This is an optimization exercise on Yosys and OpenROAD, whose aim is small area and a short achievable clock period, not a production implementation. The RTL was checked by simulation tests, not by an equivalence proof against the original design. Power is estimated from default activity; no workload was simulated.

### flow/run.sh
#!/bin/bash
# synth_recipe.tcl (not shown) runs the flow's synth.tcl, then flattens the netlist and writes it again
# the make line also repeats each setting of config.mk as NAME=value (left out here)
make -C /OpenROAD-flow-scripts/flow DESIGN_CONFIG=/design/flow/config.mk WORK_HOME=/design/flow/orfs CLKGATE_MAP_FILE= SYNTH_SCRIPT=/design/flow/synth_recipe.tcl finish
### flow/config.mk
export PLATFORM = sky130hd
export DESIGN_NAME = bus_responder
export DESIGN_NICKNAME = bus_responder
export VERILOG_FILES = /design/flow/design.v
export SDC_FILE = /design/flow/constraint.sdc
export NUM_CORES = 4
export LEC_CHECK = 0
export ABC_CLOCK_PERIOD_IN_PS = 2500
export CAP_MARGIN = 20
export CORE_MARGIN = 2
export CORE_UTILIZATION = 60
export CTS_CLUSTER_DIAMETER = 80
export CTS_CLUSTER_SIZE = 28
export SETUP_SLACK_MARGIN = 2.2
export SLEW_MARGIN = 20
### flow/constraint.sdc
create_clock -name core_clock -period 4.0 [get_ports {clk}]
set_input_delay 0.8000 -clock core_clock [delete_from_list [all_inputs] [get_ports {clk}]]
set_output_delay 0.8000 -clock core_clock [all_outputs]
set_load 0.01 [all_outputs]
### flow/design.v
package bus_pkg;
  localparam int AW_DEF = 8;
  localparam int DW_DEF = 8;
  localparam logic BUS_RD = 1'b1;
  localparam logic BUS_WR = 1'b0;
  typedef enum logic [1:0] {
    ST_IDLE  = 2'd0,
    ST_GRANT = 2'd1,
    ST_WAIT  = 2'd2,
    ST_ACK   = 2'd3
  } bus_state_e;
endpackage
module bus_ram #(
  parameter int DW    = 8,
  parameter int NRING = 50
) (
  input  logic            clk,
  input  logic [7:0]      ins_hi_n,
  input  logic [7:0]      ins_lo_n,
  input  logic [7:0]      keep_hi,
  input  logic [7:0]      keep_lo,
  input  logic [DW-1:0]   ins_data,
  input  logic [7:0]      rd_lo0,
  input  logic [7:0]      rd_lo2,
  output logic [7*DW-1:0] rd_grp
);
  localparam int NGRP = (NRING + 7) / 8;
  logic [DW-1:0] pos0 [64];
  logic [DW-1:0] pos2 [64];
  for (genvar r = 0; r < 64; r++) begin : g_ring
    if (r < NRING) begin : g_on
      logic [4*DW-1:0] ring_q;
      logic            ins_here;
      logic            keep;
      assign ins_here = !(ins_hi_n[r/8] || ins_lo_n[r%8]);
      assign keep     = !(keep_hi[r/8] && keep_lo[r%8]);
      always_ff @(posedge clk) begin
        ring_q <= {ring_q[3*DW-1:0],
                   ~(({DW{keep}} & ring_q[4*DW-1:3*DW]) | ({DW{ins_here}} & ins_data))};
      end
      assign pos0[r] = ring_q[DW-1:0];
      assign pos2[r] = ring_q[3*DW-1:2*DW];
    end else begin : g_off
      assign pos0[r] = {DW{1'b0}};
      assign pos2[r] = {DW{1'b0}};
    end
  end
  always_comb begin
    logic [DW-1:0] grp;
    rd_grp = {7*DW{1'b0}};
    for (int k = 0; k < NGRP; k++) begin
      grp = {DW{1'b0}};
      for (int j = 0; j < 8; j++) begin
        grp = grp | ({DW{rd_lo0[j]}} & pos0[8*k+j]) | ({DW{rd_lo2[j]}} & pos2[8*k+j]);
      end
      rd_grp[k*DW +: DW] = grp;
    end
  end
endmodule
module bus_responder #(
  parameter int AW    = bus_pkg::AW_DEF,
  parameter int DW    = bus_pkg::DW_DEF,
  parameter int DEPTH = 200,
  parameter int WAIT  = 2
) (
  input  logic          clk,
  input  logic          rst,
  input  logic          mreq,
  output logic          mgrnt,
  input  logic          mas,
  input  logic          mrw,
  input  logic [AW-1:0] maddr,
  input  logic [DW-1:0] mwdata,
  output logic [DW-1:0] mrdata,
  output logic          mrdy,
  output logic          merr
);
  localparam int NRING = DEPTH / 4;
  typedef struct packed {
    logic          valid;
    logic [AW-1:0] addr;
    logic [DW-1:0] data;
    logic          drain;
    logic [DW-1:0] ins_data;
    logic [7:0]    ins_hi;
    logic [7:0]    ins_lo;
  } wb_next_t;
  typedef struct packed {
    logic       pol;
    logic [7:0] hi;
    logic [7:0] lo0;
    logic [7:0] lo2;
    logic       even;
  } rd_next_t;
  logic s_grant, s_w1, s_w2, s_ack;
  logic s_idle;
  logic          rw_r;
  logic          oor_r;
  logic          wr_ok_r;
  logic [AW-1:0] addr_r;
  logic [DW-1:0] wdata_r;
  logic [2:0]    phase_r;
  logic          wb_valid_r;
  logic [AW-1:0] wb_addr_r;
  logic [DW-1:0] wb_data_r;
  logic          drain_r;
  logic [DW-1:0] ins_data_r;
  logic [7:0]    ins_hi_n_r;
  logic [7:0]    ins_lo_n_r;
  logic [7:0]    keep_hi_r;
  logic [7:0]    keep_lo_r;
  logic          cap_r;
  logic          fwd_r;
  logic          rd_pol_r;
  logic [7:0]    rd_hi_r;
  logic [7:0]    rd_lo0_r;
  logic [7:0]    rd_lo2_r;
  logic [7*DW-1:0] grp_r;
  logic            hfwd_r;
  logic            hpol_r;
  logic          mgrnt_r;
  logic          mrdy_r;
  logic          merr_r;
  logic [DW-1:0] mrdata_r;
  logic            strobe_s;
  logic            oor_s;
  logic            wcommit_s;
  wb_next_t        wb_c_s;
  wb_next_t        wb_n_s;
  wb_next_t        wb_s;
  rd_next_t        rd_m_s;
  rd_next_t        rd_a_s;
  logic [7*DW-1:0] ram_grp_s;
  logic [DW-1:0]   rd_word_s;
  assign s_idle   = !(s_grant || s_w1 || s_w2 || s_ack);
  assign strobe_s = s_grant && mas;
  assign oor_s    = oor_r;
  always_ff @(posedge clk) begin
    if (rst) begin
      s_grant <= 1'b0;
      s_w1    <= 1'b0;
      s_w2    <= 1'b0;
      s_ack   <= 1'b0;
    end else begin
      s_grant <= ((s_idle || s_ack) && mreq) || (s_grant && !mas && mreq);
      s_w1    <= strobe_s;
      s_w2    <= s_w1;
      s_ack   <= s_w2;
    end
  end
  always_ff @(posedge clk) begin
    if (strobe_s) begin
      rw_r    <= mrw;
      addr_r  <= maddr;
      wdata_r <= mwdata;
      oor_r   <= ({1'b0, maddr} >= (AW+1)'(DEPTH));
      wr_ok_r <= (mrw == bus_pkg::BUS_WR) && ({1'b0, maddr} < (AW+1)'(DEPTH));
    end
  end
  always_ff @(posedge clk) begin
    phase_r <= phase_r + 3'd1;
  end
  function automatic logic sum_bit(input logic [1:0] slot,
                                   input logic [2:0] phase,
                                   input int         off,
                                   input int         b);
    logic r;
    r = 1'b0;
    for (int i = 0; i < 32; i++) begin
      if ({slot, phase} == 5'(i)) r = 1'((((i >> 3) + (i & 7) + off) >> b) & 1);
    end
    sum_bit = r;
  endfunction
  function automatic wb_next_t wb_next(input logic          commit,
                                       input logic          valid,
                                       input logic          drain,
                                       input logic [AW-1:0] wb_addr,
                                       input logic [DW-1:0] wb_data,
                                       input logic [AW-1:0] addr,
                                       input logic [DW-1:0] data,
                                       input logic [2:0]    phase);
    wb_next_t n;
    n.valid    = commit || (valid && !drain);
    n.addr     = commit ? addr : wb_addr;
    n.data     = commit ? data : wb_data;
    n.drain    = n.valid && sum_bit(n.addr[1:0], phase, 0, 1) && !sum_bit(n.addr[1:0], phase, 0, 0);
    n.ins_data = n.data ^ {DW{!sum_bit(n.addr[1:0], phase, 2, 2)}};
    for (int k = 0; k < 8; k++) begin
      n.ins_hi[k] = n.drain && (n.addr[7:5] == 3'(k));
      n.ins_lo[k] = (n.addr[4:2] == 3'(k));
    end
    wb_next = n;
  endfunction
  assign wcommit_s = s_w2 && wr_ok_r && !rst;
  assign wb_c_s = wb_next(1'b1, wb_valid_r, drain_r, wb_addr_r, wb_data_r,
                          addr_r, wdata_r, phase_r);
  assign wb_n_s = wb_next(1'b0, wb_valid_r, drain_r, wb_addr_r, wb_data_r,
                          addr_r, wdata_r, phase_r);
  assign wb_s   = wcommit_s ? wb_c_s : wb_n_s;
  always_ff @(posedge clk) begin
    wb_valid_r <= wb_s.valid;
    wb_addr_r  <= wb_s.addr;
    wb_data_r  <= wb_s.data;
    drain_r    <= wb_s.drain;
    ins_data_r <= wb_s.ins_data;
    ins_hi_n_r <= ~wb_s.ins_hi;
    ins_lo_n_r <= ~wb_s.ins_lo;
    keep_hi_r  <= wb_s.ins_hi;
    keep_lo_r  <= wb_s.ins_lo;
  end
  function automatic rd_next_t rd_next(input logic [AW-1:0] addr,
                                       input logic [2:0]    phase);
    rd_next_t   n;
    logic [1:0] rpos;
    rpos  = {sum_bit(addr[1:0], phase, 1, 1), sum_bit(addr[1:0], phase, 1, 0)};
    n.pol = sum_bit(addr[1:0], phase, 1, 2);
    for (int k = 0; k < 8; k++) begin
      n.hi[k]  = (addr[7:5] == 3'(k));
      n.lo0[k] = (addr[4:2] == 3'(k)) && !rpos[1];
      n.lo2[k] = (addr[4:2] == 3'(k)) && rpos[1];
    end
    n.even = !rpos[0];
    rd_next = n;
  endfunction
  assign rd_m_s = rd_next(maddr, phase_r);
  assign rd_a_s = rd_next(addr_r, phase_r);
  always_ff @(posedge clk) begin
    if (strobe_s) begin
      cap_r    <= rd_m_s.even;
      fwd_r    <= wb_n_s.valid && (wb_n_s.addr == maddr);
      rd_pol_r <= rd_m_s.pol;
      rd_hi_r  <= rd_m_s.hi;
      rd_lo0_r <= rd_m_s.lo0;
      rd_lo2_r <= rd_m_s.lo2;
    end else begin
      cap_r    <= s_w1 && rd_a_s.even;
      fwd_r    <= wb_n_s.valid && (wb_n_s.addr == addr_r);
      rd_pol_r <= rd_a_s.pol;
      rd_hi_r  <= rd_a_s.hi;
      rd_lo0_r <= rd_a_s.lo0;
      rd_lo2_r <= rd_a_s.lo2;
    end
  end
  bus_ram #(
    .DW    (DW),
    .NRING (NRING)
  ) u_ram (
    .clk      (clk),
    .ins_hi_n (ins_hi_n_r),
    .ins_lo_n (ins_lo_n_r),
    .keep_hi  (keep_hi_r),
    .keep_lo  (keep_lo_r),
    .ins_data (ins_data_r),
    .rd_lo0   (rd_lo0_r),
    .rd_lo2   (rd_lo2_r),
    .rd_grp   (ram_grp_s)
  );
  always_ff @(posedge clk) begin
    if (cap_r) begin
      grp_r  <= ram_grp_s;
      hfwd_r <= fwd_r;
      hpol_r <= rd_pol_r;
    end
  end
  always_comb begin
    logic [DW-1:0] w;
    w = {DW{1'b0}};
    for (int k = 0; k < 7; k++) begin
      w = w | ({DW{rd_hi_r[k]}} & grp_r[k*DW +: DW]);
    end
    rd_word_s = hfwd_r ? wb_data_r : (w ^ {DW{hpol_r}});
  end
  always_ff @(posedge clk) begin
    if (rst) begin
      mgrnt_r  <= 1'b0;
      mrdy_r   <= 1'b0;
      merr_r   <= 1'b0;
      mrdata_r <= {DW{1'b0}};
    end else begin
      mgrnt_r <= !s_idle;
      mrdy_r  <= s_ack;
      merr_r  <= s_ack && oor_s;
      if (s_ack && rw_r == bus_pkg::BUS_RD) begin
        mrdata_r <= oor_s ? {DW{1'b0}} : rd_word_s;
      end
    end
  end
  assign mgrnt  = mgrnt_r;
  assign mrdy   = mrdy_r;
  assign merr   = merr_r;
  assign mrdata = mrdata_r;
endmodule
==> metrics.yaml, run 1 <==
finalHoldViolCount: 0
drv_slew: 0
first_pass_iters: 6
status: "timing/DRC/antenna clean"
required_ns: 4.54
r2r_end: "ins_hi_n_r[6]"
overflow: 0
die_y_um: 283
tightest_slew_ns: 1.06
yosys_warnings: 4
clk_pin_slew_worst_paths_ns: 0.11
yosysTopAreaCell: "dfxtp_1"
fin_crit_sh_pct: 53.3
grtUsageTotal_pct: 35.5
synth_area_um2: 46800
layout-drive-gt1-share_pct: 16.1
arrival_ns: 2.67
gp_congestion: 0.867
rsz0062_at_grt: "true"
cap_viol_max_count: 0
finalClockSkew_ns: 0.0274
cts_root_buf: "clkbuf_16"
detail_route.wirelength_um: 147000
holdCritStartpoint: "u_ram.g_ring[41].g_on.ring_q[13]"
die-area_um2: 80300
reg2reg_depth: 10
final_core_util_pct: 69.2
synth_edf_count: 93
seqCellArea_um2: 36600
synth_area_per_cell_um2: 14.3
ir_drop_mv: 0.412
synthToLayoutAreaGrowth_pct: 14.2
hold_end: "u_ram.g_ring[41].g_on.ring_q[21]"
fin_tns_setup_ns: 0
route.detailed.drc: 0
coreArea_um2: 77300
first_global_vias: 28835
critPathSlowestCell: "dfxtp_4"
ff2ff_setup_slack_ns: 1.87
setup_viol: 0
cellPowerDensity_nw_per_um2: 511
vias_per_cell: 6.53
antenna_found_initial: 2
synth.distinct_cells: 70
grt_max_degree: 51
grt_pass1_wl_um: 207000
cpPeakStageDelay_ns: 0.37
hold_path_class: "flop to flop"
core.rowCount: 102
critical_path_class: "flop to flop"
crit-reg2reg-launch: "phase_r[0]"
synth_area_leaders: "dfxtp_1, a22oi_1, edfxtp_1, a22o_1, a221oi_1"
cp_max_fo: 6
n_fill_cell: 5415
nNetsFinal: 3416
power_w: 0.0273
io_buffers: 31
cts_tree: "built"
dpl.hpwl_um: 80200
ant_nets: 0
synthArstFlopShare_pct: 0
via_count: 29154
synthCells: 3272
fp.dieW_um: 283
critical_path_buf_inv_count: 4
clockBufferDepth: 3
wl_per_cell_um: 32.8
worstSetupStartpointType: "flop"
critPathTopFamily: "compound AO/OA/AOI/OAI gates"
clock_sinks: 1777
synthFlopType: "dfxtp_1"
yosysSeqAreaShare_pct: 77.9
clkLatencyLatePin_ns: 0.67
path_cells: "inv_4 -> ha_4 -> buf_6 -> buf_8 -> nand2b_4 -> a211o_1 -> a221oi_4 -> buf_12 -> o21ai_4 -> o22a_1"
synth_nets: 3297
h-tree-depth: 3
final.min_clock_period_ns: 2.13
yosys_register_bits: 1777
power_leakage_nw: 19.8
cts_buffers: 73
first_iter_violations: 3458
timing.fmax_ghz: 0.469
initial_utilization_pct: 60.6
hold_path_depth: 0
synth_top_area_share_pct: 72.0
multi_input_area_um2: 10700
endpoint_kind: "flop"
max_slew_margin_pct: 29.0
ios: 32
synthesized netlist by cell type (3+ instances only):
library cell,count
a22oi_1,432
a221oi_1,193
clkbuf_1,141
buf_2,8
or2_2,3
o22a_1,5
xor2_1,10
nor2b_1,13
nor2_1,77
nand2_1,82
o21ai_0,21
o22ai_1,17
and2_1,13
o32ai_1,6
xnor2_1,9
buf_1,29
a211o_1,9
or4b_2,3
a31oi_1,4
mux2i_1,17
a222oi_1,8
nand3b_1,6
nor3_1,6
o31a_1,4
nand3_1,22
or3_1,4
nand2b_1,10
ha_1,4
dfxtp_1,1684
inv_1,14
edfxtp_1,93
a21oi_1,10
a32o_1,3
a22o_1,206
nor4b_1,3
nand4_1,58
stage by stage:
stage               hold slack [ns]  worst slack (ns)  instances  cell area [um^2]
finish                        0.321              1.87       4465             53500
global route                  0.323              1.83       4464             53500
CTS                           0.315              1.95       4439             52600
detailed placement            0.312             0.965       4212             48400
global placement              0.309              1.04       4210             48400
floorplan                     0.310              2.04       3272             47100
layout make-up:
cell class,count,area share (%)
Inverter,16,0.175
Clock buffer,101,3.69
Multi-Input combinational cell,1299,20.1
Clock inverter,7,0.164
Tap cell,1040,2.43
Sequential cell,1777,68.5
Timing Repair inverter,1,0.0164
Antenna cell,1,0.00468
Timing Repair Buffer,223,4.97
report_power, final:
part | leakage [nW] | internal [W] | switching (W)
clock | 0.998 | 0.00353 | 0.00530
sequential | 14.9 | 0.0179 | 0.0000677
combinational | 3.88 | 0.000240 | 0.000311
total | 19.8 | 0.0216 | 0.00568
what timing repair did:
item	CTS	global route
hold buffers	0	0
cloned	12	1
pin swaps	67	71
buffers inserted	107	24
endpoints found under the setup margin	336	216
resized for setup	254	150
state kept, by name (all words and copies together) (netlist names), 8 cells and up:
| signal | count |
|---|---|
| addr_r | 8 |
| grp_r | 56 |
| ins_data_r | 8 |
| ins_lo_n_r | 8 |
| keep_lo_r | 8 |
| mrdata_r | 8 |
| rd_lo0_r | 8 |
| rd_lo2_r | 8 |
| u_ram.g_ring.g_on.ring_q | 1600 |
| wb_addr_r | 8 |
| wb_data_r | 8 |
| wdata_r | 8 |
cells by family after synthesis:
group	share of synthesized area (%)
adders and majority gates	0.107
muxes	0.363
and+or+nand+nor	3.47
AOI/OAI and AO/OA	16.1
buffers and inverters	1.65
DFF	77.9
xor gates and xnor gates	0.355
layout by cell type (no fill, tap or decap), types with 5 or more instances in the layout:
| cell type | instances |
|---|---|
| dfxtp_1 | 1635 |
| a22oi_1 | 431 |
| a22o_1 | 206 |
| a221oi_1 | 112 |
| buf_4 | 106 |
| edfxtp_1 | 93 |
| a221oi_2 | 81 |
| clkbuf_16 | 76 |
| nand2_1 | 71 |
| nand4_1 | 58 |
| nor2_2 | 47 |
| buf_6 | 39 |
| buf_12 | 31 |
| nor2_1 | 29 |
| clkbuf_1 | 26 |
| dfxtp_2 | 26 |
| dfxtp_4 | 23 |
| nand3_1 | 18 |
| clkdlybuf4s50_1 | 18 |
| mux2i_1 | 14 |
| o21ai_1 | 13 |
| and2_1 | 13 |
| inv_1 | 12 |
| nor2b_1 | 12 |
| buf_16 | 12 |
| o22ai_2 | 10 |
| xor2_1 | 10 |
| nand2_2 | 9 |
| a211o_1 | 9 |
| a222oi_1 | 8 |
| o22ai_1 | 7 |
| nand2b_1 | 7 |
| buf_8 | 7 |
| nand3b_1 | 6 |
| o21ai_0 | 6 |
| a21oi_1 | 6 |
| xnor2_1 | 5 |
| o22a_1 | 5 |
worst max-delay path by stage:
stage	from	endpoint	slack, ns	cells past startpoint
final	phase_r[0]	ins_hi_n_r[6]	1.87	10
after global routing	phase_r[0]	rd_lo2_r[1]	1.83	8
after CTS	phase_r[0]	ins_hi_n_r[1]	1.95	9
after detailed placement	rst	ins_lo_n_r[2]	0.96	5
after global placement	rst	ins_lo_n_r[2]	1.04	5
after floorplan	maddr[0]	rd_lo2_r[3]	2.04	6
layer usage:
layer | up-vias | GRT usage (%) | wire (um)
li1 | 12393 | - | -
met1 | 14787 | 48.4 | 60000
met2 | 1618 | 54.7 | 65300
met3 | 354 | 8.60 | 14400
met4 | 2 | 14.6 | 6890
met5 | - | 0 | 13
==> run 2: changes to the inputs <==
--- a/flow/config.mk
+++ b/flow/config.mk
@@ -12,4 +12,4 @@
 export CTS_CLUSTER_DIAMETER = 80
 export CTS_CLUSTER_SIZE = 28
-export SETUP_SLACK_MARGIN = 2.2
+export SETUP_SLACK_MARGIN = 2.0
 export SLEW_MARGIN = 20
==> metrics.yaml, run 2 <==
wl_per_cell_um: 32.0  # -2.7%
grt_max_degree: 59  # +16%
largest_reg_flops: 1600  # unchanged
synth_area_leaders: "dfxtp_1, a22oi_1, edfxtp_1, a22o_1, a221oi_1"
die-area_um2: 80300  # unchanged
via_count: 28592  # -1.9%
initial_utilization_pct: 60.6  # unchanged
top_regs: "u_ram.g_ring.g_on.ring_q: 1600 flops, grp_r: 56 flops"
clkLatencyLatePin_ns: 0.67  # about the same
antenna_found_initial: 2  # unchanged
synthCells: 3272  # unchanged
vias_per_cell: 6.53  # about the same
cts_root_buf: "clkbuf_16"
yosys_warnings: 4  # unchanged
ios: 32  # unchanged
io_buffers: 31  # unchanged
fp.dieW_um: 283  # unchanged
route.detailed.drc: 0  # unchanged
synth_area_um2: 46800  # unchanged
ir_drop_mv: 0.376  # -8.9%
rsz0062_at_grt: "true"
status: "timing/DRC/antenna clean"
cts_hold_buf: 0  # unchanged
intPower_w: 0.0216  # -0.32%
power_leakage_nw: 18.9  # -4.5%
overflow: 0  # unchanged
fin_cells: 4376  # -2.0%
critPathTopFamily: "compound AO/OA/AOI/OAI gates"
layout-drive-gt1-share_pct: 9.42  # -6.7 points
design_area_um2: 51400  # -3.8%
final_core_util_pct: 66.5  # -2.7 points
final.min_clock_period_ns: 2.20  # +0.0721 ns
cpPeakStageDelay_ns: 0.68  # +0.31 ns
cts_tree: "built"
final_common_cell: "dfxtp_1"
critPathSlowestCell: "a222oi_1"
yosys_register_bits: 1777  # unchanged
required_ns: 4.55  # about the same
dpl.hpwl_um: 80500  # +0.35%
die_y_um: 283  # unchanged
synth_top_area_share_pct: 72.0  # unchanged
dpl_cell_area_um2: 48300  # -0.31%
n_fill_cell: 5524  # +2.0%
critical_path_class: "flop to flop"
endpoint_kind: "flop"
synth_nets: 3297  # unchanged
clk_pin_slew_worst_paths_ns: 0.10  # about the same
switchingPower_w: 0.00558  # -1.7%
fin_crit_sh_pct: 55.1  # +1.8 points
worstSetupStartpointType: "flop"
pwr-share-seq_pct: 66.1  # +0.5 points
place_inst: 4211  # -0.024%
gp_congestion: 0.853  # -1.6%
synth_area_per_cell_um2: 14.3  # unchanged
clockBufferDepth: 3  # unchanged
synth.distinct_cells: 70  # unchanged
timing.fmax_ghz: 0.454  # -3.3%
yosysTopAreaCell: "dfxtp_1"
tightest_slew_ns: 1.22  # +0.161 ns
synthFlopType: "dfxtp_1"
ant_nets: 0  # unchanged
grtUsageTotal_pct: 33.5  # -2.0 points
pwr-share-comb_pct: 1.6  # -0.4 points
first_iter_violations: 3459  # +0.029%
max_slew_margin_pct: 18.1  # -11 points
h-tree-depth: 3  # unchanged
cp_max_fo: 8  # +2
arrival_ns: 2.75  # +0.08 ns
pwr-share-clk_pct: 32.3  # about the same
detail_route.wirelength_um: 140000  # -4.6%
yosysMostFrequentCell: "dfxtp_1"
path_cells: "a222oi_1 -> nand3_1 -> xnor2_1 -> o21ai_0 -> a22o_1"
synthToLayoutAreaGrowth_pct: 9.82
setup_viol: 0  # unchanged
clock_sinks: 1777  # unchanged
synthArstFlopShare_pct: 0  # unchanged
first_global_vias: 28069  # -2.7%
cellPowerDensity_nw_per_um2: 528  # +3.4%
first_pass_iters: 6  # unchanged
mostFrequentLayoutCells: "dfxtp_1, a22oi_1, a22o_1, a221oi_1, edfxtp_1"
cts_buffers: 73  # unchanged
top_register: "u_ram.g_ring.g_on.ring_q"
fin_tns_setup_ns: 0  # unchanged
cap_viol_max_count: 0  # unchanged
finalHoldViolCount: 0  # unchanged
hold_path_class: "flop to flop"
sw_frac_of_total_pct: 20.6  # -0.23 points
nNetsFinal: 3329  # -2.5%
core.rowCount: 102  # unchanged
synth_edf_count: 93  # unchanged
finalClockSkew_ns: 0.0241  # -0.00331 ns
drv_slew: 0  # unchanged
yosysSeqAreaShare_pct: 77.9  # unchanged
synth_common_cells: "dfxtp_1, a22oi_1, a22o_1, a221oi_1, clkbuf_1"
coreArea_um2: 77300  # unchanged
grt_pass1_wl_um: 197000  # -4.8%
critical_path_buf_inv_count: 0  # -4
## run 2: metrics by stage
step	worst slack [ns]	hold slack [ns]	total power, W
floorplan	2.00	0.310	0.0185
global placement	0.913	0.310	0.0187
detailed placement	0.839	0.312	0.0187
CTS	1.78	0.321	0.0272
global route	1.82	0.337	0.0279
finish	1.80	0.324	0.0271
## run 2: layout make-up
type                            instances  area, um^2  share of cell area, %
Timing Repair inverter                  1        8.76                 0.0170
Clock inverter                          8        86.3                  0.168
Timing Repair Buffer                  134        1320                   2.56
Clock buffer                           98        1960                   3.82
Tap cell                             1040        1300                   2.53
Sequential cell                      1777       36600                   71.2
Inverter                               16        87.6                  0.170
Antenna cell                            1        2.50                0.00486
Multi-Input combinational cell       1301       10100                   19.6
## run 2: kinds of logic (layout without fill, tap and decap cells)
group,after synthesis,count (layout),synth area share (%)
fa+ha+maj,4,4,0.107
flops,1777,1777,77.9
other cells,0,1,0
compound gates,939,942,16.1
xor+xnor,19,19,0.355
mux,17,17,0.363
buf+inv,198,257,1.65
simple gates,318,319,3.47
## run 2: path summary, 6_finish.rpt
check / cells after the start / to / startpoint / slack, ns
worst max-delay path: 5 / mrdata_r[0] / rd_hi_r[6] / 1.80
worst min-delay path: 0 / u_ram.g_ring[5].g_on.ring_q[19] / u_ram.g_ring[5].g_on.ring_q[11] / 0.32
worst max register to register: 5 / mrdata_r[0] / rd_hi_r[6] / 1.80
worst min register to register: 0 / u_ram.g_ring[5].g_on.ring_q[19] / u_ram.g_ring[5].g_on.ring_q[11] / 0.32
## run 2: worst register-to-register path: stages, from the launching register on
cell and delay (ns):
dfxtp_1 0.46, a222oi_1 0.69, nand3_1 0.33, xnor2_1 0.26
o21ai_0 0.13, a22o_1 0.22
## run 2: per-layer routing
metal / routed length [um] / track usage (%)
met1: 59300 / 47.6
met2: 62700 / 51.7
met3: 12200 / 5.98
met4: 5620 / 12.2
met5: 13 / 0
## run 2: power by group through the flow
stage	logic, W	registers (W)	clock network, W
finish	0.000435	0.0179	0.00876
global route	0.000455	0.0180	0.00946
CTS	0.000398	0.0179	0.00882
detailed placement	0.000374	0.0184	0
global placement	0.000375	0.0184	0
floorplan	0.000246	0.0183	0
## run 2: what timing repair did
action / in CTS / in global routing
hold endpoints to repair: 0 / 0
setup endpoints to repair: 100 / 68
buffers inserted: 34 / 18
gates cloned: 5 / 1
resized for setup: 141 / 49
pin swaps: 27 / 47
==> run 3: changes to the inputs <==
--- a/flow/design.v
+++ b/flow/design.v
@@ -161,15 +161,4 @@
     phase_r <= phase_r + 3'd1;
   end
-  function automatic logic sum_bit(input logic [1:0] slot,
-                                   input logic [2:0] phase,
-                                   input int         off,
-                                   input int         b);
-    logic r;
-    r = 1'b0;
-    for (int i = 0; i < 32; i++) begin
-      if ({slot, phase} == 5'(i)) r = 1'((((i >> 3) + (i & 7) + off) >> b) & 1);
-    end
-    sum_bit = r;
-  endfunction
   function automatic wb_next_t wb_next(input logic          commit,
                                        input logic          valid,
@@ -184,6 +173,6 @@
     n.addr     = commit ? addr : wb_addr;
     n.data     = commit ? data : wb_data;
-    n.drain    = n.valid && sum_bit(n.addr[1:0], phase, 0, 1) && !sum_bit(n.addr[1:0], phase, 0, 0);
-    n.ins_data = n.data ^ {DW{!sum_bit(n.addr[1:0], phase, 2, 2)}};
+    n.drain    = n.valid && ((n.addr[1:0] + phase[1:0]) == 2'd2);
+    n.ins_data = n.data ^ {DW{!(1'(({1'b0, n.addr[1:0]} + phase + 3'd2) >> 2))}};
     for (int k = 0; k < 8; k++) begin
       n.ins_hi[k] = n.drain && (n.addr[7:5] == 3'(k));
@@ -213,6 +202,6 @@
     rd_next_t   n;
     logic [1:0] rpos;
-    rpos  = {sum_bit(addr[1:0], phase, 1, 1), sum_bit(addr[1:0], phase, 1, 0)};
-    n.pol = sum_bit(addr[1:0], phase, 1, 2);
+    rpos  = addr[1:0] + phase[1:0] + 2'd1;
+    n.pol = 1'(({1'b0, addr[1:0]} + phase + 3'd1) >> 2);
     for (int k = 0; k < 8; k++) begin
       n.hi[k]  = (addr[7:5] == 3'(k));
--- a/flow/config.mk
+++ b/flow/config.mk
@@ -9,7 +9,7 @@
 export CAP_MARGIN = 20
 export CORE_MARGIN = 2
-export CORE_UTILIZATION = 60
+export CORE_UTILIZATION = 70
 export CTS_CLUSTER_DIAMETER = 80
 export CTS_CLUSTER_SIZE = 28
-export SETUP_SLACK_MARGIN = 2.0
+export SETUP_SLACK_MARGIN = 1.5
 export SLEW_MARGIN = 20
==> metrics.yaml, run 3 <==
required_ns: 4.54  # about the same
route.detailed.drc: 0  # unchanged
final.min_clock_period_ns: 2.40  # +0.193 ns
gp_congestion: 0.915  # +7.3%
fin_cells: 4091  # -6.5%
antenna_found_initial: 4  # +2
yosys_warnings: 4  # unchanged
final_common_cell: "dfxtp_1"
mostFrequentLayoutCells: "dfxtp_1, a22oi_1, a221oi_1, a22o_1, nand2_1"
nNetsFinal: 3217  # -3.4%
arrival_ns: 2.94  # +0.19 ns
worstSetupStartpointType: "primary input"
yosys_register_bits: 1777  # unchanged
ff2ff_setup_slack_ns: 1.70  # -0.10 ns
tightest_slew_ns: 1.25  # +0.0295 ns
synth_top_area_share_pct: 72.7  # +0.74 points
cellPowerDensity_nw_per_um2: 548  # +3.8%
die-area_um2: 68300  # -15%
grtUsageTotal_pct: 37.1  # +3.6 points
setup_viol: 0  # unchanged
cp_max_fo: 26  # +18
synth_area_um2: 46400  # -1.0%
initial_utilization_pct: 70.6  # +10 points
first_iter_violations: 3897  # +13%
drv_slew: 0  # unchanged
detail_route.wirelength_um: 128000  # -8.6%
overflow: 0  # unchanged
clk_pin_slew_worst_paths_ns: 0.10  # about the same
synth_common_cells: "dfxtp_1, a22oi_1, a221oi_1, a22o_1, clkbuf_1"
r2r_end: "grp_r[26]"
top_regs: "u_ram.g_ring.g_on.ring_q: 1600 flops, grp_r: 56 flops"
cap_viol_max_count: 0  # unchanged
clock_sinks: 1777  # unchanged
clkLatencyLatePin_ns: 0.67  # about the same
top_register: "u_ram.g_ring.g_on.ring_q"
synthArstFlopShare_pct: 0  # unchanged
synthToLayoutAreaGrowth_pct: 7.04
finalHoldViolCount: 0  # unchanged
fp.dieW_um: 261  # -7.8%
rsz0062_at_grt: "false"
path_cells: "clkdlybuf4s50_1 -> buf_4 -> nor2b_2 -> nand2_4 -> inv_4 -> or4_4 -> clkinv_1 -> nand2_2 -> o32a_1"
via_count: 27766  # -2.9%
n_fill_cell: 4002  # -28%
critPathSlowestCell: "or4_4"
status: "timing/DRC/antenna clean"
cpPeakStageDelay_ns: 0.57  # -0.11 ns
power_leakage_nw: 18.3  # -3.1%
coreArea_um2: 65600  # -15%
h-tree-depth: 3  # unchanged
vias_per_cell: 6.79  # +3.9%
max_slew_margin_pct: 16.1  # -2.0 points
fin_crit_sh_pct: 59.9  # +4.8 points
timing.fmax_ghz: 0.417  # -8.0%
core.rowCount: 94  # -7.8%
io_buffers: 31  # unchanged
crit-reg2reg-launch: "rd_lo2_r[1]"
synth_area_leaders: "dfxtp_1, a22oi_1, edfxtp_1, a221oi_1, a22o_1"
largest_reg_flops: 1600  # unchanged
synth_nets: 3244  # -1.6%
ios: 32  # unchanged
yosysTopAreaCell: "dfxtp_1"
cts_root_buf: "clkbuf_16"
clockBufferDepth: 3  # unchanged
critical_path_class: "primary input to flop"
endpoint_kind: "flop"
ir_drop_mv: 0.407  # +8.3%
layout-drive-gt1-share_pct: 4.99  # -4.4 points
yosysMostFrequentCell: "dfxtp_1"
dpl.hpwl_um: 73700  # -8.5%
reg2reg_depth: 3  # -2
first_global_vias: 27307  # -2.7%
die_y_um: 261  # -7.8%
yosysSeqAreaShare_pct: 78.7  # +0.80 points
hold_path_class: "flop to flop"
place_inst: 3975  # -5.6%
wl_per_cell_um: 31.2  # -2.2%
cts_buffers: 73  # unchanged
cts_tree: "built"
ant_nets: 0  # unchanged
synth_edf_count: 93  # unchanged
fin_tns_setup_ns: 0  # unchanged
critical_path.endpoint: "ins_hi_n_r[1]"
synthFlopType: "dfxtp_1"
synth_area_per_cell_um2: 14.4  # +0.77%
finalClockSkew_ns: 0.0323  # +0.00816 ns
synthCells: 3214  # -1.8%
grt_pass1_wl_um: 183000  # -7.1%
startpoint: "rst"
first_pass_iters: 6  # unchanged
grt_max_degree: 51  # -14%
synth.distinct_cells: 57  # -19%
## run 3: changes by cell type in the layout (fill, tap and decap cells not counted), moves of 13 or more
| cell | before | now |
|---|---|---|
| a22o_1 | 206 | 192 |
| dfxtp_4 | 19 | 2 |
| buf_6 | 19 | 0 |
| mux2i_1 | 16 | 0 |
| clkdlybuf4s50_1 | 18 | 31 |
| buf_4 | 69 | 29 |
| dfxtp_1 | 1643 | 1659 |
| nand2_1 | 80 | 100 |
| xnor2_1 | 8 | 32 |
## run 3: how the worst min path moves through the flow
stage,cells after the start,startpoint,slack (ns),end
finish,0,u_ram.g_ring[13].g_on.ring_q[13],0.33,u_ram.g_ring[13].g_on.ring_q[21]
detailed placement,0,u_ram.g_ring[10].g_on.ring_q[8],0.31,u_ram.g_ring[10].g_on.ring_q[16]
global placement,0,u_ram.g_ring[10].g_on.ring_q[10],0.31,u_ram.g_ring[10].g_on.ring_q[18]
CTS,0,u_ram.g_ring[13].g_on.ring_q[13],0.32,u_ram.g_ring[13].g_on.ring_q[21]
floorplan,0,u_ram.g_ring[0].g_on.ring_q[8],0.31,u_ram.g_ring[0].g_on.ring_q[16]
global route,0,u_ram.g_ring[10].g_on.ring_q[15],0.33,u_ram.g_ring[10].g_on.ring_q[23]
## run 3: final cells by class
type,count,area (um^2),share of cell area [%]
flip-flops and latches,1777,36500,73.6
inverters,27,108,0.217
repair buffers,70,728,1.47
diodes,3,7.51,0.0151
clock buffers,107,2000,4.02
multi-input cells,1238,9120,18.4
well taps,864,1080,2.18
clock inverters,5,46.3,0.0933
## run 3: worst max-delay path: cells and delay by family
family | cells | cell delay [ns]
AND/OR/NAND/NOR | 4 | 0.93
buffers and inverters | 4 | 0.88
AO/OA/AOI/OAI | 1 | 0.31
## run 3: power breakdown
part	switching [W]	total, W	internal, W
Combinational	0.000260	0.000431	0.000171
Sequential	0.000113	0.0180	0.0179
Clock	0.00516	0.00870	0.00353
## run 3: kinds of logic (layout without fill, tap and decap cells)
kind of cell             Yosys count  count (layout)  synth area share (%)
XOR/XNOR                          39              39                 0.769
flip-flops                      1777            1777                  78.7
AND/OR/NAND/NOR                  274             275                  2.81
other                              0               3                     0
adder cells (fa/ha/maj)            9               9                 0.275
buffers and inverters            200             209                  1.62
AO/OA/AOI/OAI                    915             915                  15.8
## run 3: repair_timing
item,4_1_cts,5_1_grt
hold endpoints to repair,0,0
cloned,0,1
hold buffers,0,0
resized for setup,1,1
pin swaps,0,1
setup buffers,0,0
endpoints found under the setup margin,1,3
## run 3: metrics by stage
step           cell area (um^2)  power (W)  hold slack, ns  setup WS (ns)  utilization (%)
6_report                  49600     0.0272           0.327           1.60             75.6
5_1_grt                   49600     0.0278           0.329           1.54             75.6
4_1_cts                   49600     0.0271           0.317           1.56             75.6
3_5_place_dp              47600     0.0189           0.312          0.776             72.5
3_3_place_gp              47600     0.0189           0.310          0.805             72.5
2_1_floorplan             46400     0.0186           0.310           1.84                -
## run 3: layer usage
layer,part of all wire (%),track usage [%],up-vias,wire [um]
li1,-,-,11792,-
met1,41,51.7,14012,52100
met2,44,56.2,1609,56600
met3,10,8.75,347,13300
met4,4.4,15.4,6,5670
met5,0.072,0.694,-,92
==> run 4: changes to the inputs <==
--- a/flow/config.mk
+++ b/flow/config.mk
@@ -9,5 +9,5 @@
 export CAP_MARGIN = 20
 export CORE_MARGIN = 2
-export CORE_UTILIZATION = 70
+export CORE_UTILIZATION = 60
 export CTS_CLUSTER_DIAMETER = 80
 export CTS_CLUSTER_SIZE = 28
==> metrics.yaml, run 4 <==
yosysMostFrequentCell: "dfxtp_1"
die_y_um: 282  # +7.9%
first_pass_iters: 6  # unchanged
gp_congestion: 0.835  # -8.8%
yosys_register_bits: 1777  # unchanged
cap_viol_max_count: 0  # unchanged
nNetsFinal: 3217  # unchanged
clkLatencyLatePin_ns: 0.66  # about the same
wl_per_cell_um: 31.0  # -0.75%
path_cells: "clkdlybuf4s50_1"
critical_path_buf_inv_count: 1  # -3
synthFlopType: "dfxtp_1"
reg2reg_depth: 4  # +1
fp.dieW_um: 282  # +7.9%
vias_per_cell: 6.43  # -5.3%
multi_input_area_um2: 9120  # about the same
hold_path_class: "flop to flop"
layout-drive-gt1-share_pct: 5.07  # +0.076 points
timing.fmax_ghz: 0.419  # +0.36%
status: "timing/DRC/antenna clean"
pwr-share-seq_pct: 66.5  # about the same
fin_tns_setup_ns: 0  # unchanged
top_register: "u_ram.g_ring.g_on.ring_q"
coreArea_um2: 76200  # +16%
cts_root_buf: "clkbuf_16"
io_buffers: 31  # unchanged
top_regs: "u_ram.g_ring.g_on.ring_q: 1600 flops, grp_r: 56 flops"
r2r_end: "mrdata_r[3]"
clockBufferDepth: 3  # unchanged
ff2ff_setup_slack_ns: 1.70  # about the same
required_ns: 3.20  # -1.34 ns
synth_top_area_share_pct: 72.7  # unchanged
hold_path_depth: 0  # unchanged
holdCritStartpoint: "u_ram.g_ring[17].g_on.ring_q[11]"
n_fill_cell: 5572  # +39%
overflow: 0  # unchanged
finalClockSkew_ns: 0.0275  # -0.00478 ns
setup_viol: 0  # unchanged
fin_crit_sh_pct: 59.7  # -0.21 points
sw_frac_of_total_pct: 20.5  # +0.11 points
grt_pass1_wl_um: 189000  # +3.2%
worstSetupStartpointType: "flop"
cpPeakStageDelay_ns: 0.56  # about the same
synthArstFlopShare_pct: 0  # unchanged
core.rowCount: 101  # +7.4%
max_slew_margin_pct: 17.9  # +1.8 points
synth_edf_count: 93  # unchanged
synth.distinct_cells: 57  # unchanged
grt-busiest-layer: "met2"
detail_route.wirelength_um: 132000  # +3.0%
h-tree-depth: 3  # unchanged
grtUsageTotal_pct: 33.0  # -4.1 points
first_global_vias: 27219  # -0.32%
first_iter_violations: 2925  # -25%
antenna_found_initial: 0  # -4
die-area_um2: 79500  # +16%
final.min_clock_period_ns: 2.39  # -0.00854 ns
cts_resized: 0  # -1
initial_utilization_pct: 60.8  # -9.8 points
pwr-share-clk_pct: 32.0  # about the same
largest_reg_flops: 1600  # unchanged
yosysTopAreaCell: "dfxtp_1"
ir_drop_mv: 0.426  # +4.8%
cp_max_fo: 3  # -88%
seqCellArea_um2: 36600  # about the same
via_count: 27305  # -1.7%
drv_slew: 0  # unchanged
ant_nets: 0  # unchanged
post_cts_buffers: 0  # unchanged
rsz0062_at_grt: "false"
critPathTopFamily: "buffers and inverters"
hold_end: "u_ram.g_ring[17].g_on.ring_q[19]"
cts_buffers: 73  # unchanged
endpoint_kind: "output port"
intPower_w: 0.0216  # -0.15%
synth_area_um2: 46400  # unchanged
cts_hold_buf: 0  # unchanged
synth_area_leaders: "dfxtp_1, a22oi_1, edfxtp_1, a221oi_1, a22o_1"
final_core_util_pct: 65.4  # -10 points
synthToLayoutAreaGrowth_pct: 7.44
synth_common_cells: "dfxtp_1, a22oi_1, a221oi_1, a22o_1, clkbuf_1"
final_common_cell: "dfxtp_1"
finalHoldViolCount: 0  # unchanged
cts_tree: "built"
synth_nets: 3244  # unchanged
power_leakage_nw: 18.3  # about the same
switchingPower_w: 0.00557  # +0.51%
ios: 32  # unchanged
synthCells: 3214  # unchanged
yosysSeqAreaShare_pct: 78.7  # unchanged
grt_use_met1_pct: 46.3  # -5.4 points
route.detailed.drc: 0  # unchanged
arrival_ns: 1.59  # -1.35 ns
grt_max_degree: 59  # +16%
design_area_um2: 49800  # +0.38%
crit-reg2reg-launch: "rd_hi_r[3]"
clock_sinks: 1777  # unchanged
use_met3_pct: 7.63  # -1.1 points
critPathSlowestCell: "clkdlybuf4s50_1"
synth_area_per_cell_um2: 14.4  # unchanged
dpl.hpwl_um: 75900  # +3.0%
cellPowerDensity_nw_per_um2: 545  # -0.39%
grt_use_met2_pct: 50.3  # -5.8 points
mostFrequentLayoutCells: "dfxtp_1, a22oi_1, a221oi_1, a22o_1, nand2_1"
pwr-share-comb_pct: 1.6  # about the same
critical_path_class: "flop to output port"
tightest_slew_ns: 1.23  # -0.0266 ns
dpl_cell_area_um2: 47800  # +0.48%
clk_pin_slew_worst_paths_ns: 0.11  # about the same
yosys_warnings: 4  # unchanged
[run 4: final cells by class]
class	count	share of cell area, %
Sequential cell	1777	73.4
Multi-Input combinational cell	1237	18.3
Antenna cell	1	0.00502
Clock buffer	99	3.95
Inverter	27	0.211
Timing Repair Buffer	71	1.48
Tap cell	1030	2.59
Clock inverter	4	0.0854
[run 4: power by group through the flow]
stage                     Combinational [W]  Clock [W]  Sequential, W
after global placement             0.000419          0         0.0185
after floorplan                    0.000265          0         0.0184
after CTS                          0.000423    0.00875         0.0181
after global routing               0.000450    0.00937         0.0181
final                              0.000428    0.00868         0.0181
after detailed placement           0.000419          0         0.0185
[run 4: worst max-delay path by stage]
stage | from | to | slack [ns] | cells past startpoint
2_1_floorplan | rst | ins_hi_n_r[2] | 1.84 | 7
3_3_place_gp | rst | ins_hi_n_r[1] | 0.87 | 8
3_5_place_dp | rst | ins_hi_n_r[1] | 0.79 | 8
4_1_cts | rst | ins_hi_n_r[1] | 1.50 | 8
5_1_grt | mrdata_r[4] | mrdata[4] | 1.55 | 1
6_report | mrdata_r[4] | mrdata[4] | 1.61 | 1
[run 4: layer usage]
layer / wire [um] / share of wire [%]
met1: 57200 / 43
met2: 58600 / 45
met3: 10800 / 8.2
met4: 5010 / 3.8
met5: 0 / 0
[run 4: logic make-up after synthesis]
kind of cell,synth area share [%]
fa+ha+maj,0.275
xor+xnor,0.769
simple gates,2.81
buf+inv,1.62
flops,78.7
compound gates,15.8
[run 4: stage by stage]
stage | hold WS, ns | worst slack, ns | cells | total power, W
floorplan | 0.310 | 1.84 | 3214 | 0.0186
global placement | 0.310 | 0.868 | 4142 | 0.0189
detailed placement | 0.312 | 0.795 | 4142 | 0.0189
CTS | 0.327 | 1.50 | 4245 | 0.0272
global route | 0.331 | 1.55 | 4245 | 0.0279
finish | 0.323 | 1.61 | 4246 | 0.0272
==> run 5: changes to the inputs <==
--- a/flow/config.mk
+++ b/flow/config.mk
@@ -12,4 +12,4 @@
 export CTS_CLUSTER_DIAMETER = 80
 export CTS_CLUSTER_SIZE = 28
-export SETUP_SLACK_MARGIN = 1.5
+export SETUP_SLACK_MARGIN = 1.9
 export SLEW_MARGIN = 20
==> metrics.yaml, run 5 <==
clockBufferDepth: 3  # unchanged
ir_drop_mv: 0.401  # -6.0%
setup_viol: 0  # unchanged
synthArstFlopShare_pct: 0  # unchanged
yosys_register_bits: 1777  # unchanged
cts_buffers: 73  # unchanged
hold_end: "u_ram.g_ring[10].g_on.ring_q[21]"
rsz0062_at_grt: "true"
synth_common_cells: "dfxtp_1, a22oi_1, a221oi_1, a22o_1, clkbuf_1"
required_ns: 4.56  # +1.36 ns
r2r_end: "u_ram.g_ring[33].g_on.ring_q[3]"
max_slew_margin_pct: 19.3  # +1.4 points
antenna_found_initial: 2  # +2
top_regs: "u_ram.g_ring.g_on.ring_q: 1600 flops, grp_r: 56 flops"
power_leakage_nw: 18.4  # +0.82%
synth_area_per_cell_um2: 14.4  # unchanged
arrival_ns: 2.76  # +1.17 ns
first_iter_violations: 3209  # +9.7%
power_w: 0.0273  # +0.48%
ff2ff_setup_slack_ns: 1.81  # +0.11 ns
die-area_um2: 79500  # unchanged
largest_reg_flops: 1600  # unchanged
tightest_slew_ns: 1.21  # -0.0204 ns
fp.dieW_um: 282  # unchanged
grt_use_met1_pct: 46.7  # +0.38 points
critical_path_buf_inv_count: 0  # -1
grt_pass1_wl_um: 190000  # +0.64%
synthFlopType: "dfxtp_1"
critPathSlowestCell: "dfxtp_1"
core.rowCount: 101  # unchanged
dpl.hpwl_um: 77800  # +2.5%
grtUsageTotal_pct: 33.3  # +0.30 points
grt_max_degree: 59  # unchanged
grt_use_met2_pct: 51.5  # +1.2 points
cts_hold_buf: 0  # unchanged
synth_area_leaders: "dfxtp_1, a22oi_1, edfxtp_1, a221oi_1, a22o_1"
cpPeakStageDelay_ns: 0.99  # +0.43 ns
nNetsFinal: 3235  # +0.56%
die_y_um: 282  # unchanged
cp_max_fo: 8  # +5
vias_per_cell: 6.42  # -0.12%
gp_congestion: 0.853  # +2.2%
use_met3_pct: 7.65  # +0.017 points
cts_tree: "built"
finalHoldViolCount: 0  # unchanged
startpoint: "keep_lo_r[1]"
coreArea_um2: 76200  # unchanged
critPathTopFamily: "flip-flops"
hold_path_depth: 0  # unchanged
yosysTopAreaCell: "dfxtp_1"
first_global_vias: 27209  # -0.037%
path_cells: "nand2_1 -> a22oi_1"
crit-reg2reg-launch: "keep_lo_r[1]"
yosys_warnings: 4  # unchanged
mostFrequentLayoutCells: "dfxtp_1, a22oi_1, a221oi_1, a22o_1, nand2_1"
top_register: "u_ram.g_ring.g_on.ring_q"
h-tree-depth: 3  # unchanged
cts_root_buf: "clkbuf_16"
synth_nets: 3244  # unchanged
route.detailed.drc: 0  # unchanged
initial_utilization_pct: 60.8  # unchanged
hold_path_class: "flop to flop"
reg2reg_depth: 2  # -2
synth_edf_count: 93  # unchanged
finalClockSkew_ns: 0.0239  # -0.00363 ns
io_buffers: 31  # unchanged
cap_viol_max_count: 0  # unchanged
timing.fmax_ghz: 0.456  # +8.8%
holdCritStartpoint: "u_ram.g_ring[10].g_on.ring_q[13]"
clock_sinks: 1777  # unchanged
wl_per_cell_um: 31.3  # +1.1%
cellPowerDensity_nw_per_um2: 544  # -0.18%
overflow: 0  # unchanged
final.min_clock_period_ns: 2.19  # -0.194 ns
synth_area_um2: 46400  # unchanged
synth.distinct_cells: 57  # unchanged
grt-busiest-layer: "met2"
drv_slew: 0  # unchanged
clk_pin_slew_worst_paths_ns: 0.11  # about the same
synthToLayoutAreaGrowth_pct: 8.14
ant_nets: 0  # unchanged
fin_crit_sh_pct: 54.8  # -4.8 points
worstSetupStartpointType: "flop"
detail_route.wirelength_um: 134000  # +1.6%
layout-drive-gt1-share_pct: 6.58  # +1.5 points
final_common_cell: "dfxtp_1"
critical_path_class: "flop to flop"
first_pass_iters: 6  # unchanged
n_fill_cell: 5589  # +0.31%
yosysMostFrequentCell: "dfxtp_1"
synthCells: 3214  # unchanged
endpoint_kind: "flop"
yosysSeqAreaShare_pct: 78.7  # unchanged
synth_top_area_share_pct: 72.7  # unchanged
ios: 32  # unchanged
fin_tns_setup_ns: 0  # unchanged
clkLatencyLatePin_ns: 0.66  # about the same
via_count: 27426  # +0.44%
status: "timing/DRC/antenna clean"
==> run 5: cell type report <==
class                      instances  area, um^2  area share, %
inverter                          27         105          0.210
sequential                      1777       36600           73.0
multi-input combinational       1238        9230           18.4
antenna                            4        10.0         0.0200
clock buffer                     103        2020           4.04
tap                             1030        1290           2.57
timing repair buffer              88         865           1.72
clock inverter                     3        33.8         0.0674
==> run 5: kinds of logic (layout without fill, tap and decap cells) <==
kind of cell	Yosys count	count (layout)	synth area share, %
compound gates	915	915	15.8
xor+xnor	39	39	0.769
fa+ha+maj	9	9	0.275
buf+inv	200	221	1.62
flops	1777	1777	78.7
other cells	0	4	0
simple gates	274	275	2.81
==> run 5: per-stage QoR <==
step | cells | area (um^2) | setup WS [ns] | util [%] | hold WS [ns]
2_1_floorplan | 3214 | 46400 | 1.91 | - | 0.310
3_3_place_gp | 4148 | 47800 | 0.873 | 62.7 | 0.310
3_5_place_dp | 4149 | 47800 | 0.807 | 62.8 | 0.312
4_1_cts | 4256 | 49900 | 1.89 | 65.5 | 0.324
5_1_grt | 4266 | 50100 | 1.85 | 65.8 | 0.333
6_report | 4270 | 50100 | 1.81 | 65.8 | 0.321
==> run 5: report_power, final <==
| group | leakage, nW | internal (W) | switching (W) |
|---|---|---|---|
| Sequential | 14.9 | 0.0179 | 0.000127 |
| Clock | 0.996 | 0.00359 | 0.00521 |
| Combinational | 2.54 | 0.000179 | 0.000264 |
==> run 5: how the worst max path moves through the flow <==
stage                     cells past startpoint                         endpoint  slack (ns)
after floorplan                               4                        addr_r[0]        1.91
after global placement                        8                    ins_hi_n_r[1]        0.87
after detailed placement                      8                    ins_hi_n_r[1]        0.81
after CTS                                     4                      mrdata_r[2]        1.89
after global routing                          4                      mrdata_r[2]        1.85
final                                         2  u_ram.g_ring[33].g_on.ring_q[3]        1.81
==> run 5: layer usage <==
metal  up-vias  wire length (um)
li1      11831                 -
met1     13997             56600
met2      1352             60200
met3       246             12300
met4         0              4770
met5         -                 0
==> run 5: repair_timing <==
| action | CTS | global route |
|---|---|---|
| pin swaps | 2 | 9 |
| buffers inserted | 1 | 9 |
| endpoints found under the setup margin | 59 | 43 |
| cloned | 0 | 1 |
| gates resized for setup | 40 | 30 |
==> run 6: changes to the inputs <==
--- a/flow/config.mk
+++ b/flow/config.mk
@@ -12,4 +12,4 @@
 export CTS_CLUSTER_DIAMETER = 80
 export CTS_CLUSTER_SIZE = 28
-export SETUP_SLACK_MARGIN = 1.9
+export SETUP_SLACK_MARGIN = 2.2
 export SLEW_MARGIN = 20
==> metrics.yaml, run 6 <==
place_inst: 4138  # -0.27%
clkLatencyLatePin_ns: 0.66  # about the same
cts_buffers: 73  # unchanged
initial_utilization_pct: 60.8  # unchanged
path_cells: "ha_2 -> fa_2 -> ha_4 -> nand2_4 -> or2_4 -> o22a_1"
synthCells: 3214  # unchanged
vias_per_cell: 6.45  # +0.38%
first_pass_iters: 9  # +3
top_register: "u_ram.g_ring.g_on.ring_q"
dpl.hpwl_um: 75200  # -3.3%
synth_xor_area_share_pct: 0.769  # unchanged
power_leakage_nw: 19.0  # +3.3%
ir_drop_mv: 0.431  # +7.4%
critical_path_buf_inv_count: 0  # unchanged
cap_viol_max_count: 0  # unchanged
via_count: 27826  # +1.5%
status: "timing/DRC/antenna clean"
max_slew_margin_pct: 26.7  # +7.4 points
h-tree-depth: 3  # unchanged
synthArstFlopShare_pct: 0  # unchanged
yosys_register_bits: 1777  # unchanged
die-area_um2: 79500  # unchanged
mostFrequentLayoutCells: "dfxtp_1, a22oi_1, a22o_1, a221oi_1, edfxtp_1"
synth-simple-area-share_pct: 2.81  # unchanged
grt_max_degree: 59  # unchanged
top_regs: "u_ram.g_ring.g_on.ring_q: 1600 flops, grp_r: 56 flops"
grtUsageTotal_pct: 33.9  # +0.64 points
detail_route.wirelength_um: 137000  # +2.0%
antenna_found_initial: 4  # +2
yosysSeqAreaShare_pct: 78.7  # unchanged
ant_nets: 0  # unchanged
yosysTopAreaCell: "dfxtp_1"
timing.fmax_ghz: 0.493  # +8.1%
synth_area_per_cell_um2: 14.4  # unchanged
coreArea_um2: 76200  # unchanged
setup_viol: 0  # unchanged
clock_sinks: 1777  # unchanged
final.min_clock_period_ns: 2.03  # -0.164 ns
fin_tns_setup_ns: 0  # unchanged
synth_common_cells: "dfxtp_1, a22oi_1, a221oi_1, a22o_1, clkbuf_1"
tightest_slew_ns: 1.10  # -0.111 ns
yosys_warnings: 4  # unchanged
gp_congestion: 0.887  # +4.0%
first_global_vias: 27706  # +1.8%
synth-compound-area-share_pct: 15.8  # unchanged
fp.dieW_um: 282  # unchanged
clk_pin_slew_worst_paths_ns: 0.11  # about the same
overflow: 0  # unchanged
io_buffers: 31  # unchanged
drv_slew: 0  # unchanged
grt_pass1_wl_um: 193000  # +1.6%
synth_top_family_by_area: "compound AO/OA/AOI/OAI gates"
critical_path_class: "flop to flop"
layout-drive-gt1-share_pct: 11.7  # +5.1 points
synth_top_area_share_pct: 72.7  # unchanged
synthFlopType: "dfxtp_1"
fin_cells: 4316  # +1.1%
cts_tree: "built"
rsz0062_at_grt: "true"
cts_root_buf: "clkbuf_16"
arrival_ns: 2.57  # -0.19 ns
clockBufferDepth: 3  # unchanged
critPathTopFamily: "adder cells"
cpPeakStageDelay_ns: 0.61  # -0.38 ns
muxShareOfSynthArea_pct: 0  # unchanged
hold_path_class: "flop to flop"
synthAdderAreaFrac_pct: 0.275  # unchanged
synthToLayoutAreaGrowth_pct: 11.3
fin_crit_sh_pct: 50.7  # -4.1 points
synth_edf_count: 93  # unchanged
required_ns: 4.54  # -0.02 ns
first_iter_violations: 3126  # -2.6%
n_fill_cell: 5398  # -3.4%
critPathSlowestCell: "fa_2"
route.detailed.drc: 0  # unchanged
worstSetupStartpointType: "flop"
largest_reg_flops: 1600  # unchanged
yosysMostFrequentCell: "dfxtp_1"
die_y_um: 282  # unchanged
synth_area_leaders: "dfxtp_1, a22oi_1, edfxtp_1, a221oi_1, a22o_1"
synth_nets: 3244  # unchanged
cellPowerDensity_nw_per_um2: 530  # -2.7%
hold_slack_ns: 0.325  # +0.00407 ns
wl_per_cell_um: 31.6  # +0.93%
ios: 32  # unchanged
final_common_cell: "dfxtp_1"
finalClockSkew_ns: 0.0183  # -0.00559 ns
synth_area_um2: 46400  # unchanged
cp_max_fo: 4  # -4
endpoint_kind: "flop"
nNetsFinal: 3284  # +1.5%
core.rowCount: 101  # unchanged
finalHoldViolCount: 0  # unchanged
synth.distinct_cells: 57  # unchanged
run 6: cell counts after synthesis:
Identical to the previous run, type by type.
run 6: metal layers:
layer / wire, um / vias up / GRT usage, % / part of all wire, %
li1: - / 11923 / - / -
met1: 57900 / 14101 / 47.9 / 42
met2: 59400 / 1461 / 50.9 / 44
met3: 12400 / 339 / 7.10 / 9.1
met4: 6730 / 2 / 14.6 / 4.9
met5: 14 / - / 0 / 0.010
run 6: final timing paths:
check	startpoint	to	slack, ns	depth (start not counted)
worst max register to register	addr_r[0]	ins_hi_n_r[2]	1.97	6
worst min-delay path	u_ram.g_ring[43].g_on.ring_q[8]	u_ram.g_ring[43].g_on.ring_q[16]	0.32	0
worst max-delay path	addr_r[0]	ins_hi_n_r[2]	1.97	6
worst min register to register	u_ram.g_ring[43].g_on.ring_q[8]	u_ram.g_ring[43].g_on.ring_q[16]	0.32	0
run 6: logic make-up (layout without fill, tap and decap cells):
| family | after synthesis | in the layout |
|---|---|---|
| AO/OA/AOI/OAI | 915 | 915 |
| XOR/XNOR | 39 | 39 |
| adder cells (fa/ha/maj) | 9 | 9 |
| buffers and inverters | 200 | 268 |
| flip-flops | 1777 | 1777 |
| other | 0 | 3 |
| AND/OR/NAND/NOR | 274 | 275 |
run 6: area by class of cell:
class                      count  area, um^2  area share, %
sequential                  1777       36600           71.0
multi-input combinational   1238        9830           19.1
clock buffer                 100        2010           3.90
timing repair buffer         136        1680           3.26
tap                         1030        1290           2.50
inverter                      27         126          0.245
clock inverter                 4        35.0         0.0679
antenna                        3        7.51         0.0145
timing repair inverter         1        3.75        0.00727
run 6: timing repair:
item                                    in CTS  in global routing
endpoints found under the setup margin     286                204
hold buffers                                 0                  0
endpoints found under the hold margin        0                  0
gates resized for setup                    157                 91
pin swaps                                   17                 30
cloned                                       5                  4
setup buffers                               50                 12
run 6: through the flow:
step	power [W]	setup WS (ns)	instance area, um^2	util (%)
after floorplan	0.0186	1.99	46500	-
after global placement	0.0189	0.894	47900	62.9
after detailed placement	0.0189	0.818	47900	62.9
after CTS	0.0273	2.02	51000	67.0
after global routing	0.0280	1.93	51600	67.7
final	0.0273	1.97	51600	67.7
run 6: power breakdown:
part	total, W	leakage (nW)	switching, W	internal [W]
sequential	0.0180	14.9	0.0000978	0.0179
combinational	0.000556	3.14	0.000336	0.000220
clock	0.00876	0.996	0.00519	0.00358
total	0.0273	19.0	0.00562	0.0217
run 6: worst register-to-register path: stages, from the launching register on:
cell and delay, ns:
edfxtp_1 0.41, ha_2 0.20, fa_2 0.61, ha_4 0.19, nand2_4 0.05, or2_4 0.26, o22a_1 0.21
==> run 7: changes to the inputs <==
--- a/flow/config.mk
+++ b/flow/config.mk
@@ -12,4 +12,4 @@
 export CTS_CLUSTER_DIAMETER = 80
 export CTS_CLUSTER_SIZE = 28
-export SETUP_SLACK_MARGIN = 2.2
+export SETUP_SLACK_MARGIN = 2.5
 export SLEW_MARGIN = 20
==> metrics.yaml, run 7 <==
status: "timing/DRC/antenna clean"
cts_tree: "built"
wl_per_cell_um: 34.0  # +7.4%
detail_route.wirelength_um: 151000  # +10%
coreArea_um2: 76200  # unchanged
initial_utilization_pct: 60.8  # unchanged
ff2ff_setup_slack_ns: 1.94  # -0.03 ns
final_common_cell: "dfxtp_1"
finalClockSkew_ns: 0.0295  # +0.0112 ns
gp_congestion: 0.849  # -4.4%
fp.dieW_um: 282  # unchanged
core.rowCount: 101  # unchanged
nNetsFinal: 3391  # +3.3%
cp_max_fo: 4  # unchanged
synthArstFlopShare_pct: 0  # unchanged
top_register: "u_ram.g_ring.g_on.ring_q"
ant_nets: 0  # unchanged
cpPeakStageDelay_ns: 0.59  # -0.02 ns
n_fill_cell: 4948  # -8.3%
first_iter_violations: 3622  # +16%
mostFrequentLayoutCells: "dfxtp_1, a22oi_1, a22o_1, a221oi_2, edfxtp_1"
worstSetupStartpointType: "flop"
antenna_found_initial: 5  # +1
yosysMostFrequentCell: "dfxtp_1"
final_core_util_pct: 71.6  # +3.9 points
setup_viol: 0  # unchanged
path_cells: "ha_2 -> fa_2 -> ha_4 -> nand2_4 -> or2_4 -> o22a_1"
overflow: 0  # unchanged
ir_drop_mv: 0.547  # +27%
max_slew_margin_pct: 31.5  # +4.9 points
clk_pin_slew_worst_paths_ns: 0.11  # about the same
synth_common_cells: "dfxtp_1, a22oi_1, a221oi_1, a22o_1, clkbuf_1"
yosysTopAreaCell: "dfxtp_1"
hold_path_class: "flop to flop"
synthToLayoutAreaGrowth_pct: 17.8
cellPowerDensity_nw_per_um2: 506  # -4.5%
synth_area_um2: 46400  # unchanged
route.detailed.drc: 0  # unchanged
top_regs: "u_ram.g_ring.g_on.ring_q: 1600 flops, grp_r: 56 flops"
critPathSlowestCell: "fa_2"
cap_viol_max_count: 0  # unchanged
grt_pass1_wl_um: 210000  # +8.7%
cts_hold_buf: 0  # unchanged
yosys_register_bits: 1777  # unchanged
rsz0062_at_grt: "true"
yosys_warnings: 4  # unchanged
ios: 32  # unchanged
synth_top_area_share_pct: 72.7  # unchanged
tightest_slew_ns: 1.03  # -0.0689 ns
grt_max_degree: 59  # unchanged
synth_nets: 3244  # unchanged
synth.distinct_cells: 57  # unchanged
arrival_ns: 2.62  # +0.05 ns
clkLatencyLatePin_ns: 0.69  # +0.03 ns
grtUsageTotal_pct: 37.5  # +3.5 points
die-area_um2: 79500  # unchanged
h-tree-depth: 3  # unchanged
synth_area_per_cell_um2: 14.4  # unchanged
fin_crit_sh_pct: 51.5  # +0.71 points
critical_path_class: "flop to flop"
die_y_um: 282  # unchanged
drv_slew: 0  # unchanged
timing.fmax_ghz: 0.486  # -1.4%
endpoint_kind: "flop"
synth_edf_count: 93  # unchanged
synthFlopType: "dfxtp_1"
clock_sinks: 1777  # unchanged
vias_per_cell: 6.57  # +1.9%
required_ns: 4.57  # +0.03 ns
power_leakage_nw: 20.3  # +6.4%
via_count: 29097  # +4.6%
clockBufferDepth: 3  # unchanged
finalHoldViolCount: 0  # unchanged
synth_area_leaders: "dfxtp_1, a22oi_1, edfxtp_1, a221oi_1, a22o_1"
fin_tns_setup_ns: 0  # unchanged
first_pass_iters: 7  # -2
largest_reg_flops: 1600  # unchanged
cts_buffers: 73  # unchanged
final.min_clock_period_ns: 2.06  # +0.0285 ns
layout-drive-gt1-share_pct: 20.4  # +8.8 points
yosysSeqAreaShare_pct: 78.7  # unchanged
synthCells: 3214  # unchanged
cts_root_buf: "clkbuf_16"
io_buffers: 31  # unchanged
first_global_vias: 28645  # +3.4%
dpl.hpwl_um: 76400  # +1.6%
## run 7: cell count changes in the layout (fill, tap and decap cells not counted), sizes merged
cell / previous run / this run
clkinv: 1 / 4
dlygate4sd2: 2 / 4
bufbuf: 2 / 4
dlymetal6s2s: 4 / 0
buf: 112 / 217
clkdlybuf4s15: 0 / 4
clkdlybuf4s50: 12 / 11
diode: 3 / 5
## run 7: logic make-up (layout without fill, tap and decap cells)
family / Yosys count / in the layout / share of synthesized area (%)
compound gates: 915 / 915 / 15.8
xor+xnor: 39 / 39 / 0.769
fa+ha+maj: 9 / 9 / 0.275
buf+inv: 200 / 379 / 1.62
flops: 1777 / 1777 / 78.7
other cells: 0 / 5 / 0
simple gates: 274 / 275 / 2.81
## run 7: final timing paths
kind         depth (start not counted)                              end                       startpoint
max                                  6                    ins_hi_n_r[2]                        addr_r[0]
min                                  0  u_ram.g_ring[2].g_on.ring_q[23]  u_ram.g_ring[2].g_on.ring_q[15]
max reg2reg                          6                    ins_hi_n_r[2]                        addr_r[0]
min reg2reg                          0  u_ram.g_ring[2].g_on.ring_q[23]  u_ram.g_ring[2].g_on.ring_q[15]
## run 7: where the power goes
| part | switching [W] | leakage, nW | internal, W |
|---|---|---|---|
| Combinational | 0.000409 | 4.35 | 0.000308 |
| Sequential | 0.000101 | 14.9 | 0.0179 |
| Clock | 0.00532 | 1.01 | 0.00357 |
| Total | 0.00583 | 20.3 | 0.0218 |
## run 7: cell type report
class                           instances  area (um^2)  area share, %
Antenna cell                            5         12.5         0.0229
Inverter                               27          135          0.248
Sequential cell                      1777        36600           67.1
Timing Repair inverter                  1         8.76         0.0160
Tap cell                             1030         1290           2.36
Clock buffer                          101         2000           3.66
Clock inverter                          7         83.8          0.154
Timing Repair Buffer                  243         3350           6.14
Multi-Input combinational cell       1238        11100           20.3
## run 7: per-stage QoR
step                      total power (W)  instance area, um^2  instances  worst slack [ns]  hold WS [ns]
after floorplan                    0.0186                46600       3214              1.99         0.310
after global placement             0.0189                48000       4146             0.890         0.310
after detailed placement           0.0189                48000       4147             0.837         0.312
after CTS                          0.0275                53800       4403              2.01         0.320
after global routing               0.0283                54600       4424              1.92         0.329
final                              0.0276                54600       4429              1.94         0.320
## run 7: repair_timing
action | CTS | global route
cloned | 25 | 2
buffers inserted | 123 | 19
endpoints found under the setup margin | 551 | 291
gates resized for setup | 473 | 101
pin swaps | 96 | 71
## run 7: layer usage
| layer | vias to the layer above | GRT usage (%) | routed length (um) |
|---|---|---|---|
| met2 | 1709 | 55.5 | 65200 |
| met1 | 14853 | 52.7 | 62100 |
| met3 | 342 | 9.31 | 16500 |
| met5 | - | 0 | 24 |
| met4 | 4 | 15.6 | 6690 |
| li1 | 12189 | - | - |
## run 7: worst max-delay path: cells and delay by family, from the launching register on
family	cells	cell delay, ns
fa+ha+maj	3	0.99
flops	1	0.44
simple gates	2	0.30
compound gates	1	0.22

==> afterwards: timing with drivers on the ports <==
How much do the figures lean on ideal ports? The routed layouts below were timed once more, with nothing changed but the port constraints.
Step 1, drivers: a clkbuf_16 drives clk and a buf_2 each remaining input, both assumed.
Step 2 moves the port delays by t, midway between the first and last clock arrival at a register: inputs arrive t later, outputs are due t later. That takes back most of the time a late clock gives input paths.
Slacks: ideal / step 1 / step 2; pairs: ideal / step 1.
run	shift t [ns]	setup slack, ns	worst hold slack (ns)	worst slew at a driven data input, ns
run 1	0.732	1.869 / 1.869 / 1.254	0.321 / 0.321 / 0.321	0.04
run 2	0.725	1.797 / 1.797 / 1.230	0.324 / 0.324 / 0.324	0.06
run 3	0.720	1.604 / 1.556 / 0.927	0.327 / 0.327 / 0.327	0.04
run 4	0.720	1.613 / 1.543 / 1.162	0.323 / 0.323 / 0.323	0.04
run 5	0.715	1.807 / 1.807 / 1.275	0.321 / 0.321 / 0.321	0.04
run 6	0.722	1.970 / 1.970 / 1.402	0.325 / 0.325 / 0.325	0.04
run 7	0.749	1.942 / 1.942 / 1.433	0.320 / 0.320 / 0.320	0.03
After both steps setup and hold are still met in every run listed. For run 3, which loses most, drivers alone change the setup slack by -0.048 ns; drivers and shift together by -0.677 ns.
